This design comes from an exercise in tuning for small area, a short achievable clock period and few clock cycles on the open sky130 flow, not from production work.
In this exercise RTL edits were held to simulation tests only and were not proved equivalent to the original.
The clock port is modelled as an ideal driver; clocking choices that lean on that would not hold on a real chip.
No activity file was given, so power comes from the tool's default toggle rates.

## clock_sync_top
module clock_sync_top (
	input  logic                          clk_i,
	input  logic                          arst_n_i,
	input  logic [7:0]                    mbox_addr_i,
	input  logic [7:0]                    mbox_data_i,
	input  logic                          mbox_we_i,
	input  logic [1:0]                    snapshot_req_i,
	output logic [15:0]                   local_count_o,
	output logic [127:0]                  results_o,
	output logic [15:0]                   status_o,
	output logic                          result_req_o,
	input  logic                          result_ack_i
);
Size in the first run: roughly 1800 cells after synthesis, roughly 410 flip-flops, roughly 0.025 mm^2 of cells after synthesis.
==> flow/config.mk <==
export PLATFORM = sky130hd
export DESIGN_NAME = clock_sync_top
export DESIGN_NICKNAME = clock_sync_top
export VERILOG_FILES = /design/flow/design.v
export SDC_FILE = /design/flow/constraint.sdc
export NUM_CORES = 4
export LEC_CHECK = 0
export CAP_MARGIN = 20
export CORE_MARGIN = 2
export CORE_UTILIZATION = 65
export CTS_BUF_LIST = sky130_fd_sc_hd__clkbuf_16
export CTS_CLUSTER_DIAMETER = 100
export CTS_CLUSTER_SIZE = 30
export PLACE_DENSITY = 0.8
export SETUP_SLACK_MARGIN = 5
export SLEW_MARGIN = 20
==> flow/constraint.sdc <==
create_clock -name core_clock -period 9.0 [get_ports {clk_i}]
set_input_delay 1.8000 -clock core_clock [delete_from_list [all_inputs] [get_ports {clk_i}]]
set_output_delay 1.8000 -clock core_clock [all_outputs]
set_load 0.01 [all_outputs]
standard.sh (not shown) runs the stock make flow with config.mk's settings and CLKGATE_MAP_FILE= SYNTH_SCRIPT=/design/flow/synth_recipe.tcl, a recipe that flattens the netlist after the stock synthesis.
==> flow/flow/run.sh <==
#!/bin/bash
set -euo pipefail
bash standard.sh finish \
  MATCH_CELL_FOOTPRINT=0 \
  "BUFFER_PORTS_ARGS=-buffer_cell sky130_fd_sc_hd__buf_2" \
  > flow_make.log 2>&1
Testbench counts at the start, summed over its fixed seeds: cycles 240.
Rerun with:
Settings changed: CTS_BUF_LIST sky130_fd_sc_hd__clkbuf_16 to sky130_fd_sc_hd__clkbuf_4, CTS_CLUSTER_DIAMETER 100 to not set, CTS_CLUSTER_SIZE 30 to not set.
What happened: The changed run finished clean; via count came out higher by about 4%; wire length grows by about 3%; design area is higher by about 3.5%; clock power is higher by 79%; total power increases by 14%; count of clock-buffer cells in the layout rises by 151; non-clock buffer count stays the same.
Rerun with:
Settings changed: CTS_BUF_LIST sky130_fd_sc_hd__clkbuf_4 to sky130_fd_sc_hd__clkbuf_8, CTS_CLUSTER_DIAMETER set to 80, CTS_CLUSTER_SIZE set to 16.
Outcome: The changed run ran to the end with no violations; final area fell by a few percent; maximum frequency came out higher slightly; first-iteration DRC count goes down slightly; clock power shrinks by well over a third; die area stays the same; power goes down by roughly a tenth; count of clock-buffer cells in the layout falls by 138.
Rerun with:
==> flow/flow/run.sh (replaced) <==
#!/bin/bash
set -euo pipefail
bash standard.sh finish \
  MATCH_CELL_FOOTPRINT=0 SETUP_SLACK_MARGIN=5.45 \
  "BUFFER_PORTS_ARGS=-buffer_cell sky130_fd_sc_hd__buf_1" \
  > flow_make.log 2>&1
After rerunning: Via count increases slightly. Power increases by roughly a tenth. Clock skew decreases by 4.3 ps. Maximum frequency increases by a few percent. Clock-buffer cell count increases by 2. Global-route usage increases by 0.76 points. Design area increases by a few percent. First-iteration DRC count increases by roughly a tenth. Worst setup slack improved by 190 ps. Hold slack stays flat.

---

Another version of the RTL of clock_sync_top (not shown whole).
Size: about 2,500 cells after synthesis, roughly 410 flip-flops.
==> flow/design.v (excerpt) <==
module clock_sync_top (
	input  logic                          clk_i,
	input  logic                          arst_n_i,
	input  logic [7:0]                    mbox_addr_i,
	input  logic [7:0]                    mbox_data_i,
	input  logic                          mbox_we_i,
	input  logic [1:0]                    snapshot_req_i,
	output logic [15:0]                   local_count_o,
	output logic [127:0]                  results_o,
	output logic [15:0]                   status_o,
	output logic                          result_req_o,
	input  logic                          result_ack_i
);
	logic cycle_start;
	logic cycle_take;
	logic [7:0] snap_tx;
	logic [7:0] snap_rx;
	logic [16*14-1:0] stamps;
	clock_sync_pkg::node_status_t status_next;
	local_counter u_local_counter (
		.clk_i          (clk_i),
		.arst_n_i       (arst_n_i),
		.snapshot_req_i (snapshot_req_i),
		.count_o        (local_count_o),
		.cycle_start_o  (cycle_start),
		.snap_tx_o      (snap_tx),
		.snap_rx_o      (snap_rx)
	);
	timestamp_store u_timestamp_store (
		.clk_i         (clk_i),
		.arst_n_i      (arst_n_i),
		.mbox_addr_i   (mbox_addr_i),
		.mbox_data_i   (mbox_data_i),
		.mbox_we_i     (mbox_we_i),
		.cycle_take_i  (cycle_take),
		.stamps_o      (stamps),
		.status_next_o (status_next)
	);
	offset_delay_calc u_offset_delay_calc (
		.clk_i         (clk_i),
		.arst_n_i      (arst_n_i),
		.cycle_start_i (cycle_start),
		.snap_tx_i     (snap_tx),
		.snap_rx_i     (snap_rx),
		.stamps_i      (stamps),
		.status_next_i (status_next),
		.cycle_take_o  (cycle_take),
		.results_o     (results_o),
		.status_o      (status_o),
		.result_req_o  (result_req_o),
		.result_ack_i  (result_ack_i)
	);
endmodule
clock: 9.0 ns
lec_check: 0
cap_margin: 20
core_margin: 2
core_utilization: 40
place_density: 0.6
slew_margin: 20
run.sh (not shown) runs the stock make flow with config.mk's settings and CLKGATE_MAP_FILE= SYNTH_SCRIPT=/design/flow/synth_recipe.tcl, a recipe that flattens the netlist after the stock synthesis.
Stock flow here: none of the scripts above is used.
Testbench counts at the start, summed over its fixed seeds: cycles 240.
Edit:
Settings changed: SETUP_SLACK_MARGIN set to 5.
First-iteration DRC count rises slightly. Total power hardly moves. Design area stays flat. Routed wire length hardly moves. Core utilization is about the same.

---

RTL: one of the versions met above, not the one the previous note started from.
Size: ~180 I/O pins.
## clock_sync_top
module clock_sync_top (
	input  logic                          clk_i,
	input  logic                          arst_n_i,
	input  logic [7:0]                    mbox_addr_i,
	input  logic [7:0]                    mbox_data_i,
	input  logic                          mbox_we_i,
	input  logic [1:0]                    snapshot_req_i,
	output logic [15:0]                   local_count_o,
	output logic [127:0]                  results_o,
	output logic [15:0]                   status_o,
	output logic                          result_req_o,
	input  logic                          result_ack_i
);
Settings: LEC_CHECK=0, CAP_MARGIN=20, CORE_MARGIN=2, CORE_UTILIZATION=65, CTS_BUF_LIST=sky130_fd_sc_hd__clkbuf_8, CTS_CLUSTER_DIAMETER=80, CTS_CLUSTER_SIZE=16, PLACE_DENSITY=0.8, SLEW_MARGIN=20; clock period 9.0 ns.
standard.sh (not shown) runs the stock make flow with config.mk's settings and CLKGATE_MAP_FILE= SYNTH_SCRIPT=/design/flow/synth_recipe.tcl, a recipe that flattens the netlist after the stock synthesis.
==> flow/flow/run.sh <==
#!/bin/bash
set -euo pipefail
here=$(pwd)
bash standard.sh finish \
  MATCH_CELL_FOOTPRINT=0 SETUP_SLACK_MARGIN=5.15 \
  "BUFFER_PORTS_ARGS=-buffer_cell sky130_fd_sc_hd__buf_1" \
  POST_CTS_TCL=$here/flow/skew.tcl SKEW_BUF_CELL=sky130_fd_sc_hd__clkbuf_4 SKEW_PRE_CELL=sky130_fd_sc_hd__clkbuf_1 \
  > flow_make.log 2>&1
==> flow/flow/skew.tcl <==
# Useful skew for the stamp -> result paths. After clock tree synthesis, the result registers
# under each leaf clock net are moved behind one extra clock buffer driven by that leaf net,
# so they capture a little later than the stamp registers launch. Only the register-to-
# register paths into the result registers gain; their paths to the outputs lose. With
# SKEW_PRE_CELL set, a second, smaller buffer drives the extra buffer, for a longer delay.
set block [ord::get_db_block]
set master [[ord::get_db] findMaster $::env(SKEW_BUF_CELL)]
array set groups {}
foreach inst [$block getInsts] {
  if { [string match "u_offset_delay_calc.results_o*" [$inst getName]] } {
    set it [$inst findITerm CLK]
    lappend groups([[$it getNet] getName]) $it
  }
}
set k 0
foreach leaf [lsort [array names groups]] {
  set buf [odb::dbInst_create $block $master skew_buf_$k]
  set net [odb::dbNet_create $block clknet_skew_$k]
  $net setSigType CLOCK
  if { [info exists ::env(SKEW_PRE_CELL)] && $::env(SKEW_PRE_CELL) != "" } {
    set pre [odb::dbInst_create $block [[ord::get_db] findMaster $::env(SKEW_PRE_CELL)] skew_pre_$k]
    set mid [odb::dbNet_create $block clknet_skew_pre_$k]
    $mid setSigType CLOCK
    [$pre findITerm A] connect [$block findNet $leaf]
    [$pre findITerm X] connect $mid
    [$buf findITerm A] connect $mid
  } else {
    set pre ""
    [$buf findITerm A] connect [$block findNet $leaf]
  }
  [$buf findITerm X] connect $net
  set sx 0
  set sy 0
  foreach it $groups($leaf) {
    $it disconnect
    $it connect $net
    set loc [[$it getInst] getLocation]
    incr sx [lindex $loc 0]
    incr sy [lindex $loc 1]
  }
  set n [llength $groups($leaf)]
  $buf setLocation [expr { $sx / $n }] [expr { $sy / $n }]
  $buf setPlacementStatus PLACED
  if { $pre != "" } {
    $pre setLocation [expr { $sx / $n }] [expr { $sy / $n }]
    $pre setPlacementStatus PLACED
  }
  puts "skew: $n result registers under $leaf now behind skew_buf_$k"
  incr k
}
detailed_placement
estimate_parasitics -placement
repair_timing_helper
detailed_placement
check_placement -verbose
Testbench counts at the start, summed over its fixed seeds: cycles 240.
Edit:
--- a/flow/flow/run.sh
+++ b/flow/flow/run.sh
@@ -4,3 +4,3 @@
 bash standard.sh finish \
-  MATCH_CELL_FOOTPRINT=0 SETUP_SLACK_MARGIN=5.15 \
+  MATCH_CELL_FOOTPRINT=0 SETUP_SLACK_MARGIN=5.5 \
   "BUFFER_PORTS_ARGS=-buffer_cell sky130_fd_sc_hd__buf_1" \
The new run finished clean.
Design area goes up by 2.9%.
Total power rises by 6.0%.
Core utilization rises by 2.0 points.
Synthesized cell count does not change.
Fmax increases by 7.1%.
Routed wire length rose by 4.8%.

---

The RTL this note starts from:
==> flow/design.v <==
package clock_sync_pkg;
	typedef logic [15:0] stamp_t;
	typedef struct packed {
		logic [8-1:0] addr;
		logic [7:0]                data;
		logic                      we;
	} mbox_wr_t;
	typedef struct packed {
		stamp_t tx;
		stamp_t rx;
	} snapshot_t;
	typedef logic [4-1:0] node_mask_t;
	typedef struct packed {
		node_mask_t rx_ok;
		node_mask_t sync_ok;
		node_mask_t slave_rdy;
		node_mask_t scope_trigger;
	} node_status_t;
	typedef struct packed {
		stamp_t offset;
		stamp_t delay;
	} node_result_t;
	typedef node_result_t [4-1:0] result_array_t;
	typedef logic [2+1:0] stamp_addr_t;
endpackage
`timescale 1ns/1ps
module local_counter (
	input  logic                      clk_i,
	input  logic                      arst_n_i,
	input  logic [1:0]                snapshot_req_i,
	output clock_sync_pkg::stamp_t    count_o,
	output logic                      cycle_start_o,
	output logic [7:0]                snap_tx_h_o,
	output logic [7:0]                snap_rx_h_o
);
	localparam logic [3:0] INV = 4'b0000;
	logic [7:0] count;
	assign cycle_start_o = (count == 8'd199);
	assign count_o = {8'd0, count};
	always_ff @(posedge clk_i or negedge arst_n_i) begin
		if (!arst_n_i) begin
			count <= '0;
		end else begin
			count <= cycle_start_o ? 8'd0 : count + 8'd1;
		end
	end
	always_ff @(posedge clk_i or negedge arst_n_i) begin
		if (!arst_n_i) begin
			snap_tx_h_o <= {8{INV[2]}};
			snap_rx_h_o <= {8{INV[3]}};
		end else begin
			if (snapshot_req_i[0]) begin
				snap_tx_h_o <= count ^ {8{INV[2]}};
			end
			if (snapshot_req_i[1]) begin
				snap_rx_h_o <= count ^ {8{INV[3]}};
			end
		end
	end
endmodule
`timescale 1ns/1ps
module timestamp_store (
	input  logic                         clk_i,
	input  logic                         arst_n_i,
	input  logic [7:0]                   mbox_addr_i,
	input  logic [7:0]                   mbox_data_i,
	input  logic                         mbox_we_i,
	input  logic                         cycle_take_i,
	output logic [16*14-1:0]             stamps_o,
	output clock_sync_pkg::node_status_t status_next_o
);
	localparam logic [3:0] INV = 4'b0000;
	logic [7:0] stamp_lo [14];
	logic [7:0] stamp_hi [14];
	logic [2:0] flags [4];
	logic [3:0] rdy1;
	logic [3:0] rdy2;
	logic [3:0] chain_ok;
	logic [3:0] lo_hit;
	logic [3:0] hi_hit;
	logic [3:0] flag_hit;
	logic [15:0] lo_en;
	logic [15:0] hi_en;
	always_comb begin
		for (int n = 0; n < 4; n++) begin
			flag_hit[n] = mbox_we_i && (mbox_addr_i == 8'(16 + 16 * n + 2));
			for (int k = 0; k < 4; k++) begin
				lo_en[4 * n + k] = mbox_we_i && (mbox_addr_i == 8'(16 + 16 * n + 4 + 2 * k));
				hi_en[4 * n + k] = mbox_we_i && (mbox_addr_i == 8'(16 + 16 * n + 5 + 2 * k));
			end
			lo_hit[n] = |lo_en[4 * n +: 4];
			hi_hit[n] = |hi_en[4 * n +: 4];
		end
	end
	assign chain_ok = {rdy1[2:0] & rdy2[2:0], 1'b1};
	always_comb begin
		status_next_o = '0;
		for (int n = 0; n < 4; n++) begin
			status_next_o.rx_ok[n] = rdy1[n] & rdy2[n];
			status_next_o.sync_ok[n] = status_next_o.rx_ok[n] & flags[n][0];
			status_next_o.slave_rdy[n] = status_next_o.sync_ok[n] & flags[n][1];
			status_next_o.scope_trigger[n] = status_next_o.rx_ok[n] & flags[n][2];
		end
	end
	always_ff @(posedge clk_i or negedge arst_n_i) begin
		if (!arst_n_i) begin
			rdy1 <= '0;
			rdy2 <= '0;
			for (int n = 0; n < 4; n++) begin
				flags[n] <= '0;
			end
		end else if (cycle_take_i) begin
			rdy1 <= '0;
			rdy2 <= '0;
			for (int n = 0; n < 4; n++) begin
				flags[n] <= '0;
			end
		end else begin
			rdy1 <= rdy1 | (lo_hit & chain_ok);
			rdy2 <= rdy2 | (hi_hit & chain_ok & rdy1);
			for (int n = 0; n < 4; n++) begin
				if (flag_hit[n]) begin
					flags[n] <= mbox_data_i[2:0];
				end
			end
		end
	end
	always_ff @(posedge clk_i or negedge arst_n_i) begin
		if (!arst_n_i) begin
			for (int i = 0; i < 14; i++) begin
				stamp_lo[i] <= {8{INV[i % 4]}};
				stamp_hi[i] <= {8{INV[i % 4]}};
			end
		end else begin
			for (int i = 0; i < 14; i++) begin
				if (lo_en[i]) begin
					stamp_lo[i] <= mbox_data_i ^ {8{INV[i % 4]}};
				end
				if (hi_en[i]) begin
					stamp_hi[i] <= mbox_data_i ^ {8{INV[i % 4]}};
				end
			end
		end
	end
	always_comb begin
		for (int i = 0; i < 14; i++) begin
			stamps_o[16 * i +: 16] = {stamp_hi[i], stamp_lo[i]};
		end
	end
endmodule
`timescale 1ns/1ps
module offset_delay_calc (
	input  logic                          clk_i,
	input  logic                          arst_n_i,
	input  logic                          cycle_start_i,
	input  logic [7:0]                    snap_tx_h_i,
	input  logic [7:0]                    snap_rx_h_i,
	input  logic [16*14-1:0]              stamps_i,
	input  clock_sync_pkg::node_status_t  status_next_i,
	output logic                          cycle_take_o,
	output logic [4*32-1:0]     results_o,
	output clock_sync_pkg::node_status_t  status_o,
	output logic                          result_req_o,
	input  logic                          result_ack_i
);
	localparam logic [3:0] INV = 4'b0000;
	logic release_q;
	logic [4*32-1:0] results_next;
	assign cycle_take_o = cycle_start_i && !result_req_o && !release_q;
	function automatic logic [15:0] cpa(input logic [15:0] x, input logic [15:0] y);
		logic [15:0] g, p, gn, pn, h;
		g = x & y;
		p = x ^ y;
		h = p;
		for (int l = 0; l < 4; l++) begin
			gn = g; pn = p;
			for (int i = 0; i < 16; i++) begin
				if ((i % (2 << l)) == (2 << l) - 1) begin
					gn[i] = g[i] | (p[i] & g[i - (1 << l)]);
					pn[i] = p[i] & p[i - (1 << l)];
				end
			end
			g = gn; p = pn;
		end
		for (int l = 2; l >= 0; l--) begin
			gn = g; pn = p;
			for (int i = 0; i < 16; i++) begin
				if (i >= (2 << l) && ((i + 1) % (2 << l)) == (1 << l)) begin
					gn[i] = g[i] | (p[i] & g[i - (1 << l)]);
					pn[i] = p[i] & p[i - (1 << l)];
				end
			end
			g = gn; p = pn;
		end
		cpa = h ^ {g[14:0], 1'b0};
	endfunction
	function automatic logic [15:0] csa_s(input logic [15:0] x, input logic [15:0] y,
			input logic [15:0] z);
		csa_s = x ^ y ^ z;
	endfunction
	function automatic logic [15:0] csa_c(input logic [15:0] x, input logic [15:0] y,
			input logic [15:0] z, input logic cin);
		csa_c = {(x[14:0] & y[14:0]) | (x[14:0] & z[14:0]) | (y[14:0] & z[14:0]), cin};
	endfunction
	always_comb begin
		for (int k = 0; k < 4; k++) begin
			logic [15:0] t0_h, t1_h, a_h, b_h, s1, c1, s2, c2;
			t0_h = stamps_i[16 * (4 * k) +: 16];
			t1_h = stamps_i[16 * (4 * k + 1) +: 16];
			if (k == 0) begin
				a_h = {{8{INV[2]}}, snap_tx_h_i};
				b_h = {{8{INV[3]}}, snap_rx_h_i};
			end else begin
				a_h = stamps_i[16 * (4 * k - 2) +: 16];
				b_h = stamps_i[16 * (4 * k - 1) +: 16];
			end
			s1 = csa_s(t0_h, ~t1_h, ~a_h);
			c1 = csa_c(t0_h, ~t1_h, ~a_h, 1'b1);
			s2 = csa_s(s1, c1, b_h);
			c2 = csa_c(s1, c1, b_h, 1'b1);
			results_next[32 * k +: 16] = cpa(s2, c2);
			s1 = csa_s(t0_h, ~a_h, ~b_h);
			c1 = csa_c(t0_h, ~a_h, ~b_h, 1'b1);
			s2 = csa_s(s1, c1, t1_h);
			c2 = csa_c(s1, c1, t1_h, 1'b1);
			results_next[32 * k + 16 +: 16] = cpa(s2, c2);
			results_next[32 * k] = results_next[32 * k + 16];
		end
	end
	always_ff @(posedge clk_i) begin
		if (cycle_take_o) begin
			results_o <= results_next;
			status_o <= status_next_i;
		end
	end
	always_ff @(posedge clk_i or negedge arst_n_i) begin
		if (!arst_n_i) begin
			result_req_o <= 1'b0;
			release_q <= 1'b0;
		end else if (cycle_take_o) begin
			result_req_o <= 1'b1;
		end else if (result_req_o) begin
			if (result_ack_i) begin
				result_req_o <= 1'b0;
				release_q <= 1'b1;
			end
		end else if (release_q) begin
			if (!result_ack_i) begin
				release_q <= 1'b0;
			end
		end
	end
endmodule
`timescale 1ns/1ps
module clock_sync_top (
	input  logic                          clk_i,
	input  logic                          arst_n_i,
	input  logic [7:0]                    mbox_addr_i,
	input  logic [7:0]                    mbox_data_i,
	input  logic                          mbox_we_i,
	input  logic [1:0]                    snapshot_req_i,
	output logic [15:0]                   local_count_o,
	output logic [127:0]                  results_o,
	output logic [15:0]                   status_o,
	output logic                          result_req_o,
	input  logic                          result_ack_i
);
	logic cycle_start;
	logic cycle_take;
	logic [7:0] snap_tx_h;
	logic [7:0] snap_rx_h;
	logic [16*14-1:0] stamps;
	clock_sync_pkg::node_status_t status_next;
	local_counter u_local_counter (
		.clk_i          (clk_i),
		.arst_n_i       (arst_n_i),
		.snapshot_req_i (snapshot_req_i),
		.count_o        (local_count_o),
		.cycle_start_o  (cycle_start),
		.snap_tx_h_o    (snap_tx_h),
		.snap_rx_h_o    (snap_rx_h)
	);
	timestamp_store u_timestamp_store (
		.clk_i         (clk_i),
		.arst_n_i      (arst_n_i),
		.mbox_addr_i   (mbox_addr_i),
		.mbox_data_i   (mbox_data_i),
		.mbox_we_i     (mbox_we_i),
		.cycle_take_i  (cycle_take),
		.stamps_o      (stamps),
		.status_next_o (status_next)
	);
	offset_delay_calc u_offset_delay_calc (
		.clk_i         (clk_i),
		.arst_n_i      (arst_n_i),
		.cycle_start_i (cycle_start),
		.snap_tx_h_i   (snap_tx_h),
		.snap_rx_h_i   (snap_rx_h),
		.stamps_i      (stamps),
		.status_next_i (status_next),
		.cycle_take_o  (cycle_take),
		.results_o     (results_o),
		.status_o      (status_o),
		.result_req_o  (result_req_o),
		.result_ack_i  (result_ack_i)
	);
endmodule
clock: 9.0 ns
lec_check: 0
cap_margin: 20
core_margin: 2
core_utilization: 65
cts_buf_list: sky130_fd_sc_hd__clkbuf_8
cts_cluster_diameter: 80
cts_cluster_size: 16
place_density: 0.8
slew_margin: 20
==> flow/flow/run.sh <==
#!/bin/bash
# The standard layout (standard.sh, standard synthesis included), with these changes:
#  - the port buffers are plain buf_1 cells instead of the resizer's default pick;
#  - timing repair may resize cells across footprints and aims at a setup slack of 5.3 ns;
#  - after clock tree synthesis, flow/skew.tcl moves the result registers behind one extra
#    clock buffer pair per group of at most 8 registers (useful skew: the stamp -> result
#    register paths gain, the result -> output paths lose), repairs timing again, and then
#    repairs the other paths towards 5.9 ns while the logic in front of the result registers
#    is held unchanged.
# make's own output goes to flow_make.log; each ORFS step logs to orfs/logs/.
set -euo pipefail
here=$(pwd)
bash standard.sh finish \
  MATCH_CELL_FOOTPRINT=0 SETUP_SLACK_MARGIN=5.3 \
  "BUFFER_PORTS_ARGS=-buffer_cell sky130_fd_sc_hd__buf_1" \
  POST_CTS_TCL=$here/flow/skew.tcl \
  SKEW_BUF_CELL=sky130_fd_sc_hd__clkbuf_4 SKEW_PRE_CELL=sky130_fd_sc_hd__dlygate4sd1_1 \
  SKEW_OTHER_MARGIN=5.9 \
  > flow_make.log 2>&1
Other scripts of this flow, unchanged in this note and not shown: flow/flow/skew.tcl
The first run finished clean.
Testbench counts at the start, summed over its fixed seeds: cycles 240.
==> next run, changes <==
Settings changed: CTS_BUF_LIST sky130_fd_sc_hd__clkbuf_8 to sky130_fd_sc_hd__clkbuf_16, CTS_CLUSTER_SIZE 16 to 24.
The changed run went through all stages and came out clean; flip-flop and latch count is unchanged; maximum frequency goes up by 1.1%; combinational power stays flat; die area stays the same; final cell count goes down by 0.72%; wire length goes up by 1.3%.
==> next run, changes <==
Settings changed: CTS_BUF_LIST sky130_fd_sc_hd__clkbuf_16 to sky130_fd_sc_hd__clkbuf_8 sky130_fd_sc_hd__clkbuf_16, CTS_CLUSTER_SIZE 24 to 20.
- The new run ran to the end with no violations
- global-route usage hardly moves
- via count drops by 0.58%
- total power hardly moves
- critical path depth stays the same

-- separate check: timing with driven ports --
The results above use ideal ports. As a check the final layouts listed here were re-extracted and re-timed, cells and wires unchanged. Step 1 assumes that a clkbuf_16 drives the clock port and a buf_2 every other input. Step 2, shift: input delay + t, output delay - t, t = (earliest + latest rising clock arrival at the registers) / 2. This alone moves slack from input paths to output paths. a / b / c = no drivers / after step 1 / after step 2; a / b = the first two.
run | t, ns | setup slack, ns | worst setup path at the end | latest minus earliest clock arrival (ns)
the first run of note 1 | 0.579 | 5.206 / 5.206 / 4.893 | input to register | 0.013 / 0.013
the second run of note 1 | 0.832 | 5.190 / 5.190 / 4.801 | input to register | 0.062 / 0.063
the third run of note 1 | 0.690 | 5.213 / 5.213 / 4.850 | input to register | 0.033 / 0.033
the fourth run of note 1 | 0.703 | 5.402 / 5.402 / 4.903 | input to register | 0.027 / 0.026
the first run of note 2 | 0.647 | 4.709 / 4.667 / 4.019 | input to register | 0.026 / 0.025
the second run of note 2 | 0.647 | 5.041 / 5.032 / 4.385 | input to register | 0.025 / 0.025
the first run of note 3 | 0.810 | 5.370 / 5.370 / 4.666 | input to register | 0.303 / 0.303
the second run of note 3 | 0.812 | 5.611 / 5.592 / 4.780 | input to register | 0.309 / 0.308
the first run of note 4 | 0.854 | 5.596 / 5.577 / 4.963 | input to register | 0.421 / 0.421
the second run of note 4 | 0.799 | 5.634 / 5.593 / 4.995 | input to register | 0.435 / 0.434
the third run of note 4 | 0.794 | 5.637 / 5.630 / 5.018 | input to register | 0.414 / 0.414
Clock arrivals are far apart in 5 of these runs, so t is only a midpoint there and step 2 fits no single register. For the second run of note 3, which loses most, drivers alone change the setup slack by -0.019 ns; drivers and shift together by -0.831 ns.
